Context: an optimization exercise on an open-source flow, tuned for small area and a short achievable clock period. The choices shown serve that exercise and are no tape-out recipe.
Where RTL was checked, it was by simulation tests only, not by an equivalence proof against the original.

Setup of job 101:
==> flow/design.v <==
`default_nettype none
package playfield_pkg;
    localparam int screen_width = 640;
    localparam int upper_bound  = 20;
    localparam int lower_bound  = 460;
    localparam int x_bits = 10;
    localparam int y_bits = 9;
    localparam logic [x_bits-1:0] x_offscreen = x_bits'(700);
    localparam logic [y_bits-1:0] y_offscreen = y_bits'(500);
    localparam int score_bits = 14;
    localparam logic [score_bits-1:0] score_max = score_bits'(9999);
    localparam logic [1:0] mode_idle = 2'd0;
    localparam logic [1:0] mode_run  = 2'd1;
endpackage
`default_nettype wire
`default_nettype none
package spawn_pkg;
    typedef union packed {
        struct packed {
            logic [7:0] placement;
            logic [7:0] gap;
            logic [7:0] height;
            logic [7:0] width;
        } byte_view;
        struct packed {
            logic [1:0]  zone;
            logic [5:0]  offset;
            logic [23:0] size_bytes;
        } edge_view;
    } spawn_rand_u;
    localparam logic [1:0] zone_upper = 2'd0;
    localparam logic [1:0] zone_lower = 2'd1;
    localparam logic [31:0] lfsr_seed = 32'h1d87_2b41;
    localparam logic [31:0] lfsr_taps = 32'h8020_0003;
    localparam int min_width  = 20;
    localparam int max_width  = 80;
    localparam int min_height = 20;
    localparam int max_height = 150;
    localparam int min_gap    = 80;
    localparam int max_gap    = 180;
    localparam int gap_bits   = 8;
    localparam int edge_zone = 60;
endpackage
`default_nettype wire
`default_nettype none
module spawn_rng (
    input  logic                              clk,
    input  logic                              rst_n,
    output logic [1:0]                        right_lo,
    output logic [7:0]                        right_hi,    
    output logic [playfield_pkg::y_bits-1:0]  top,
    output logic [playfield_pkg::y_bits-1:0]  bottom,
    output logic [5:0]                        wait_steps
);
    logic [31:0] lfsr;
    logic [31:0] lfsr_next;
    logic [5:0]  width_rem;
    logic [5:0]  n_width_rem;
    logic [8:0]  n_top;
    logic [8:0]  n_bottom;
    logic [5:0]  n_wait;
    assign lfsr_next = {lfsr[30:0], ^(lfsr & spawn_pkg::lfsr_taps)};
    spawn_shaper shaper_next (
        .rand_word  (lfsr_next),
        .width_rem  (n_width_rem),
        .top        (n_top),
        .bottom     (n_bottom),
        .wait_steps (n_wait)
    );
    assign right_lo = width_rem[1:0];
    assign right_hi = 8'd165 + 8'(width_rem[5:2]);
    always_ff @(posedge clk or negedge rst_n) begin
        if (!rst_n) begin
            lfsr <= spawn_pkg::lfsr_seed;
        end else begin
            lfsr <= lfsr_next;
        end
    end
    always_ff @(posedge clk) begin
        width_rem  <= n_width_rem;
        top        <= n_top;
        bottom     <= n_bottom;
        wait_steps <= n_wait;
    end
endmodule
`default_nettype wire
`default_nettype none
module spawn_shaper (
    input  spawn_pkg::spawn_rand_u                  rand_word,
    output logic [5:0]                              width_rem,   
    output logic [playfield_pkg::y_bits-1:0]        top,
    output logic [playfield_pkg::y_bits-1:0]        bottom,
    output logic [5:0]                              wait_steps   
);
    logic [7:0] b0, b1, b2, b3;
    logic [6:0] t0;      
    logic [7:0] t2;      
    logic [5:0] m0;      
    logic [7:0] m1;      
    logic [6:0] m2;      
    logic [5:0] eo;      
    logic [1:0] zone;
    assign b0 = rand_word.byte_view.width;
    assign b1 = rand_word.byte_view.height;
    assign b2 = rand_word.byte_view.gap;
    assign b3 = rand_word.byte_view.placement;
    assign zone = rand_word.edge_view.zone;
    assign t0 = 7'(b0[5:0]) + 7'(3 * b0[7:6]);
    assign t2 = 8'(b2[6:0]) + (b2[7] ? 8'd27 : 8'd0);
    assign m0 = (t0 >= 7'd61) ? 6'(t0 - 7'd61) : 6'(t0);
    assign m1 = (b1 >= 8'd131) ? b1 - 8'd131 : b1;
    assign m2 = (t2 >= 8'd101) ? 7'(t2 - 8'd101) : 7'(t2);
    assign eo = (b3[5:0] >= 6'd60) ? b3[5:0] - 6'd60 : b3[5:0];
    assign width_rem  = m0;
    assign wait_steps = 6'd20 + 6'((m2 + 7'd3) >> 2);
    logic [7:0] v;
    logic [8:0] a;
    assign v = zone[1] ? b3 : {2'b00, eo};
    assign a = 9'(m1) + 9'(v);
    always_comb begin
        if (zone == spawn_pkg::zone_lower) begin
            top    = 9'd440 - a;
            bottom = 9'd460 - 9'(v);
        end else begin
            top    = 9'd20 + 9'(v);
            bottom = 9'd40 + a;
        end
    end
endmodule
`default_nettype wire
`default_nettype none
module obstacle_slots #(
    parameter int NUM_OBSTACLES = 10
) (
    input  logic                                                   clk,
    input  logic                                                   rst_n,
    input  logic                                                   clear,
    input  logic                                                   advance,
    input  logic [NUM_OBSTACLES-1:0]                               pick,
    input  logic [1:0]                                             right_lo,
    input  logic [7:0]                                             right_hi,
    input  logic [playfield_pkg::y_bits-1:0]                       top,
    input  logic [playfield_pkg::y_bits-1:0]                       bottom,
    output logic [NUM_OBSTACLES-1:0]                               active,
    output logic                                                   retire,
    output logic [NUM_OBSTACLES-1:0][playfield_pkg::x_bits-1:0]    box_left,
    output logic [NUM_OBSTACLES-1:0][playfield_pkg::x_bits-1:0]    box_right,
    output logic [NUM_OBSTACLES-1:0][playfield_pkg::y_bits-1:0]    box_top,
    output logic [NUM_OBSTACLES-1:0][playfield_pkg::y_bits-1:0]    box_bottom
);
    localparam int y_w = playfield_pkg::y_bits;
    logic [NUM_OBSTACLES-1:0] visible;
    logic [NUM_OBSTACLES-1:0] hidden;    
    logic [NUM_OBSTACLES-1:0] at_zero;
    logic [7:0]               left_n  [NUM_OBSTACLES];
    logic [7:0]               right_n [NUM_OBSTACLES];
    logic [1:0]               rlo_n   [NUM_OBSTACLES];
    logic [y_w-1:0]           top_n   [NUM_OBSTACLES];
    logic [y_w-1:0]           bot_n   [NUM_OBSTACLES];
    always_comb begin
        for (int i = 0; i < NUM_OBSTACLES; i++) begin
            at_zero[i] = (left_n[i] == 8'hff);
        end
    end
    assign retire = |(active & at_zero);
    always_ff @(posedge clk or negedge rst_n) begin
        if (!rst_n) begin
            active  <= '0;
            visible <= '0;
            hidden  <= '1;
        end else if (clear) begin
            active  <= '0;
            visible <= '0;
            hidden  <= '1;
        end else if (advance) begin
            active  <= pick | (active & ~at_zero);
            visible <= active & ~at_zero;
            hidden  <= ~active | at_zero;
        end
    end
    always_ff @(posedge clk) begin
        for (int i = 0; i < NUM_OBSTACLES; i++) begin
            if (advance) begin
                left_n[i]  <= pick[i] ? ~8'd160   : left_n[i] + 8'd1;
                right_n[i] <= pick[i] ? ~right_hi : right_n[i] + 8'd1;
            end
            if (advance && pick[i]) begin
                rlo_n[i] <= ~right_lo;
                top_n[i] <= ~top;
                bot_n[i] <= ~bottom;
            end
        end
    end
    function automatic logic [9:0] show(input logic [9:0] edge_n, input logic [9:0] sentinel,
                                        input logic vis, input logic hid);
        for (int b = 0; b < 10; b++) begin
            show[b] = sentinel[b] ? ~(vis & edge_n[b]) : ~(hid | edge_n[b]);
        end
    endfunction
    always_comb begin
        for (int i = 0; i < NUM_OBSTACLES; i++) begin
            box_left[i]   = show({left_n[i], 2'b11}, 10'(playfield_pkg::x_offscreen),
                                 visible[i], hidden[i]);
            box_right[i]  = show({right_n[i], rlo_n[i]}, 10'(playfield_pkg::x_offscreen),
                                 visible[i], hidden[i]);
            box_top[i]    = y_w'(show(10'(top_n[i]), 10'(playfield_pkg::y_offscreen),
                                      visible[i], hidden[i]));
            box_bottom[i] = y_w'(show(10'(bot_n[i]), 10'(playfield_pkg::y_offscreen),
                                      visible[i], hidden[i]));
        end
    end
endmodule
`default_nettype wire
`default_nettype none
module obstacle_ctrl #(
    parameter int NUM_OBSTACLES = 10
) (
    input  logic                                   clk,
    input  logic                                   rst_n,
    input  logic [1:0]                             gamemode,
    input  logic [NUM_OBSTACLES-1:0]               active,
    input  logic                                   retire,
    input  logic [5:0]                             wait_steps,
    output logic                                   clear,
    output logic                                   advance,
    output logic [NUM_OBSTACLES-1:0]               pick,
    output logic [playfield_pkg::score_bits-1:0]   score
);
    logic [5:0]               steps;
    logic                     ready;
    assign clear   = (gamemode == playfield_pkg::mode_idle);
    assign advance = (gamemode == playfield_pkg::mode_run);
    assign ready   = (steps == 6'd0);
    always_comb begin
        logic lower_busy;
        lower_busy = ready;
        for (int i = 0; i < NUM_OBSTACLES; i++) begin
            pick[i]    = lower_busy && !active[i];
            lower_busy = lower_busy && active[i];
        end
    end
    logic [5:0]                              steps_run;
    logic [playfield_pkg::score_bits-1:0]    score_run;
    always_comb begin
        if (!ready) begin
            steps_run = steps - 6'd1;
        end else if (|pick) begin
            steps_run = wait_steps;
        end else begin
            steps_run = 6'd0;
        end
    end
    assign score_run = (retire && (score != playfield_pkg::score_max)) ? score + 1'b1 : score;
    always_ff @(posedge clk or negedge rst_n) begin
        if (!rst_n) begin
            steps <= 6'd20;
            score <= '0;
        end else if (clear) begin
            steps <= 6'd20;
            score <= '0;
        end else if (advance) begin
            steps <= steps_run;
            score <= score_run;
        end
    end
endmodule
`default_nettype wire
`default_nettype none
module obstacle_field #(
    parameter int NUM_OBSTACLES = 10,
    parameter int SCROLL_SPEED  = 4
) (
    input  logic                                                   clk,
    input  logic                                                   rst_n,
    input  logic [1:0]                                             gamemode,
    output logic [playfield_pkg::score_bits-1:0]                   score,
    output logic [NUM_OBSTACLES-1:0][playfield_pkg::x_bits-1:0]    box_left,
    output logic [NUM_OBSTACLES-1:0][playfield_pkg::x_bits-1:0]    box_right,
    output logic [NUM_OBSTACLES-1:0][playfield_pkg::y_bits-1:0]    box_top,
    output logic [NUM_OBSTACLES-1:0][playfield_pkg::y_bits-1:0]    box_bottom
);
    localparam int life_frames  = playfield_pkg::screen_width / SCROLL_SPEED + 1;
    localparam int min_interval = spawn_pkg::min_gap / SCROLL_SPEED + 1;
    localparam int max_on       = (life_frames + min_interval - 1) / min_interval;
    localparam int NUM_USED     = (max_on < NUM_OBSTACLES) ? max_on : NUM_OBSTACLES;
    logic [1:0]                       right_lo;
    logic [7:0]                       right_hi;
    logic [playfield_pkg::y_bits-1:0] top;
    logic [playfield_pkg::y_bits-1:0] bottom;
    logic [5:0]                       wait_steps;
    logic                             clear;
    logic                             advance;
    logic                             retire;
    logic [NUM_USED-1:0]              active;
    logic [NUM_USED-1:0]              pick;
    spawn_rng spawn_rng_inst (
        .clk        (clk),
        .rst_n      (rst_n),
        .right_lo   (right_lo),
        .right_hi   (right_hi),
        .top        (top),
        .bottom     (bottom),
        .wait_steps (wait_steps)
    );
    obstacle_ctrl #(
        .NUM_OBSTACLES (NUM_USED)
    ) obstacle_ctrl_inst (
        .clk        (clk),
        .rst_n      (rst_n),
        .gamemode   (gamemode),
        .active     (active),
        .retire     (retire),
        .wait_steps (wait_steps),
        .clear      (clear),
        .advance    (advance),
        .pick       (pick),
        .score      (score)
    );
    obstacle_slots #(
        .NUM_OBSTACLES (NUM_USED)
    ) obstacle_slots_inst (
        .clk        (clk),
        .rst_n      (rst_n),
        .clear      (clear),
        .advance    (advance),
        .pick       (pick),
        .right_lo   (right_lo),
        .right_hi   (right_hi),
        .top        (top),
        .bottom     (bottom),
        .active     (active),
        .retire     (retire),
        .box_left   (box_left[NUM_USED-1:0]),
        .box_right  (box_right[NUM_USED-1:0]),
        .box_top    (box_top[NUM_USED-1:0]),
        .box_bottom (box_bottom[NUM_USED-1:0])
    );
    for (genvar i = NUM_USED; i < NUM_OBSTACLES; i++) begin : g_never_used
        assign box_left[i]   = playfield_pkg::x_offscreen;
        assign box_right[i]  = playfield_pkg::x_offscreen;
        assign box_top[i]    = playfield_pkg::y_offscreen;
        assign box_bottom[i] = playfield_pkg::y_offscreen;
    end
endmodule
`default_nettype wire
export LEC_CHECK = 0
export CAP_MARGIN = 20
export CORE_MARGIN = 2
export CORE_UTILIZATION = 60
export CTS_BUF_LIST = sky130_fd_sc_hd__clkbuf_16
export CTS_CLUSTER_DIAMETER = 80
export CTS_CLUSTER_SIZE = 30
export SLEW_MARGIN = 20
create_clock -name core_clock -period 13.0 [get_ports {clk}]
standard.sh (not shown) runs the stock make flow with config.mk's settings and CLKGATE_MAP_FILE= SYNTH_SCRIPT=/design/flow/synth_recipe.tcl, a recipe that flattens the netlist after the stock synthesis.
==> flow/flow/run.sh <==
#!/bin/bash
# Standard layout, with the smallest buffer on every port and timing repair
# aiming at a shorter period than the constraint asks.
set -euo pipefail
export BUFFER_PORTS_ARGS="-buffer_cell sky130_fd_sc_hd__buf_1"
export SETUP_SLACK_MARGIN=8.8
bash standard.sh > standard.log 2>&1
The final layout from job 101, which completed every stage, passed the timing, DRC and antenna checks at the end of the flow.
[inputs] job 102 vs job 101
--- a/flow/design.v
+++ b/flow/design.v
@@ -53,20 +53,22 @@
     output logic [5:0]                        wait_steps
 );
     logic [31:0] lfsr;
     logic [31:0] lfsr_next;
+    logic [7:0]  height_rem;      
+    logic [7:0]  n_height_byte;
+    logic [7:0]  n_height_rem;
     logic [5:0]  width_rem;
-    logic [5:0]  n_width_rem;
-    logic [8:0]  n_top;
-    logic [8:0]  n_bottom;
-    logic [5:0]  n_wait;
     assign lfsr_next = {lfsr[30:0], ^(lfsr & spawn_pkg::lfsr_taps)};
-    spawn_shaper shaper_next (
-        .rand_word  (lfsr_next),
-        .width_rem  (n_width_rem),
-        .top        (n_top),
-        .bottom     (n_bottom),
-        .wait_steps (n_wait)
+    assign n_height_byte = lfsr_next[15:8];
+    assign n_height_rem  = (n_height_byte >= 8'd131) ? n_height_byte - 8'd131 : n_height_byte;
+    spawn_shaper shaper (
+        .rand_word  (lfsr),
+        .height_rem (height_rem),
+        .width_rem  (width_rem),
+        .top        (top),
+        .bottom     (bottom),
+        .wait_steps (wait_steps)
     );
     assign right_lo = width_rem[1:0];
     assign right_hi = 8'd165 + 8'(width_rem[5:2]);
     always_ff @(posedge clk or negedge rst_n) begin
@@ -76,40 +78,37 @@
             lfsr <= lfsr_next;
         end
     end
     always_ff @(posedge clk) begin
-        width_rem  <= n_width_rem;
-        top        <= n_top;
-        bottom     <= n_bottom;
-        wait_steps <= n_wait;
+        height_rem <= n_height_rem;
     end
 endmodule
 `default_nettype wire
 `default_nettype none
 module spawn_shaper (
     input  spawn_pkg::spawn_rand_u                  rand_word,
+    input  logic [7:0]                              height_rem,  
     output logic [5:0]                              width_rem,   
     output logic [playfield_pkg::y_bits-1:0]        top,
     output logic [playfield_pkg::y_bits-1:0]        bottom,
     output logic [5:0]                              wait_steps   
 );
-    logic [7:0] b0, b1, b2, b3;
+    logic [7:0] b0, b2, b3;
     logic [6:0] t0;      
     logic [7:0] t2;      
     logic [5:0] m0;      
     logic [7:0] m1;      
     logic [6:0] m2;      
     logic [5:0] eo;      
     logic [1:0] zone;
     assign b0 = rand_word.byte_view.width;
-    assign b1 = rand_word.byte_view.height;
     assign b2 = rand_word.byte_view.gap;
     assign b3 = rand_word.byte_view.placement;
     assign zone = rand_word.edge_view.zone;
     assign t0 = 7'(b0[5:0]) + 7'(3 * b0[7:6]);
     assign t2 = 8'(b2[6:0]) + (b2[7] ? 8'd27 : 8'd0);
     assign m0 = (t0 >= 7'd61) ? 6'(t0 - 7'd61) : 6'(t0);
-    assign m1 = (b1 >= 8'd131) ? b1 - 8'd131 : b1;
+    assign m1 = height_rem;
     assign m2 = (t2 >= 8'd101) ? 7'(t2 - 8'd101) : 7'(t2);
     assign eo = (b3[5:0] >= 6'd60) ? b3[5:0] - 6'd60 : b3[5:0];
     assign width_rem  = m0;
     assign wait_steps = 6'd20 + 6'((m2 + 7'd3) >> 2);
@@ -183,9 +182,9 @@
             if (advance) begin
                 left_n[i]  <= pick[i] ? ~8'd160   : left_n[i] + 8'd1;
                 right_n[i] <= pick[i] ? ~right_hi : right_n[i] + 8'd1;
             end
-            if (advance && pick[i]) begin
+            if (pick[i]) begin
                 rlo_n[i] <= ~right_lo;
                 top_n[i] <= ~top;
                 bot_n[i] <= ~bottom;
             end
[summary]
Job 102 went all the way through the flow, and no timing, DRC or antenna check failed.
For the fraction of the core area covered by cells at the end of the flow, job 102 came in 0.41 points higher than job 101 did.
Per the comparison of job 102 with job 101, synthesized area -250 sq um, share of the clock period used by the worst path held.
Cmp job 102 vs job 101: clock period minus worst slack lower in job 102
Re post-CTS repair timing setup buffer count: job 101 was lower than job 102.
Taking job 102 over job 101, the count of flip-flops and latches ratio works out to 0.944.
Min footprint of the flip-flops and latches across job 101 and job 102: job 102
No functional check of the RTL was part of job 101.

## afterwards: timing with drivers on the ports
The flow's constraints put no driver on any port. The routed layouts listed below were extracted and timed again, unchanged, in two steps. Step 1 (the two cells are an assumption about what drives the block):
set clk [get_ports {clk}]
set_driving_cell -lib_cell sky130_fd_sc_hd__clkbuf_16 $clk
set_driving_cell -lib_cell sky130_fd_sc_hd__buf_2 [delete_from_list [all_inputs] $clk]
Step 2 adds t to the input delays and takes it off the output delays; t is the mean of the earliest and latest rising clock arrival at the registers after step 1. Input paths then give back, and output paths get back, about the clock's delay inside the block. a / b / c = ideal / step 1 / step 2; a / b = the first two.
run	t, ns	setup slack, ns	clock arrival spread, ns
job 101	0.579	8.835 / 8.782 / 8.401	0.023 / 0.023
job 102	0.573	8.848 / 8.797 / 8.434	0.032 / 0.032
After both steps every run listed still meets setup and hold. The setup slack of job 101, which loses most, moves by -0.053 ns with the drivers and by -0.434 ns with both steps.
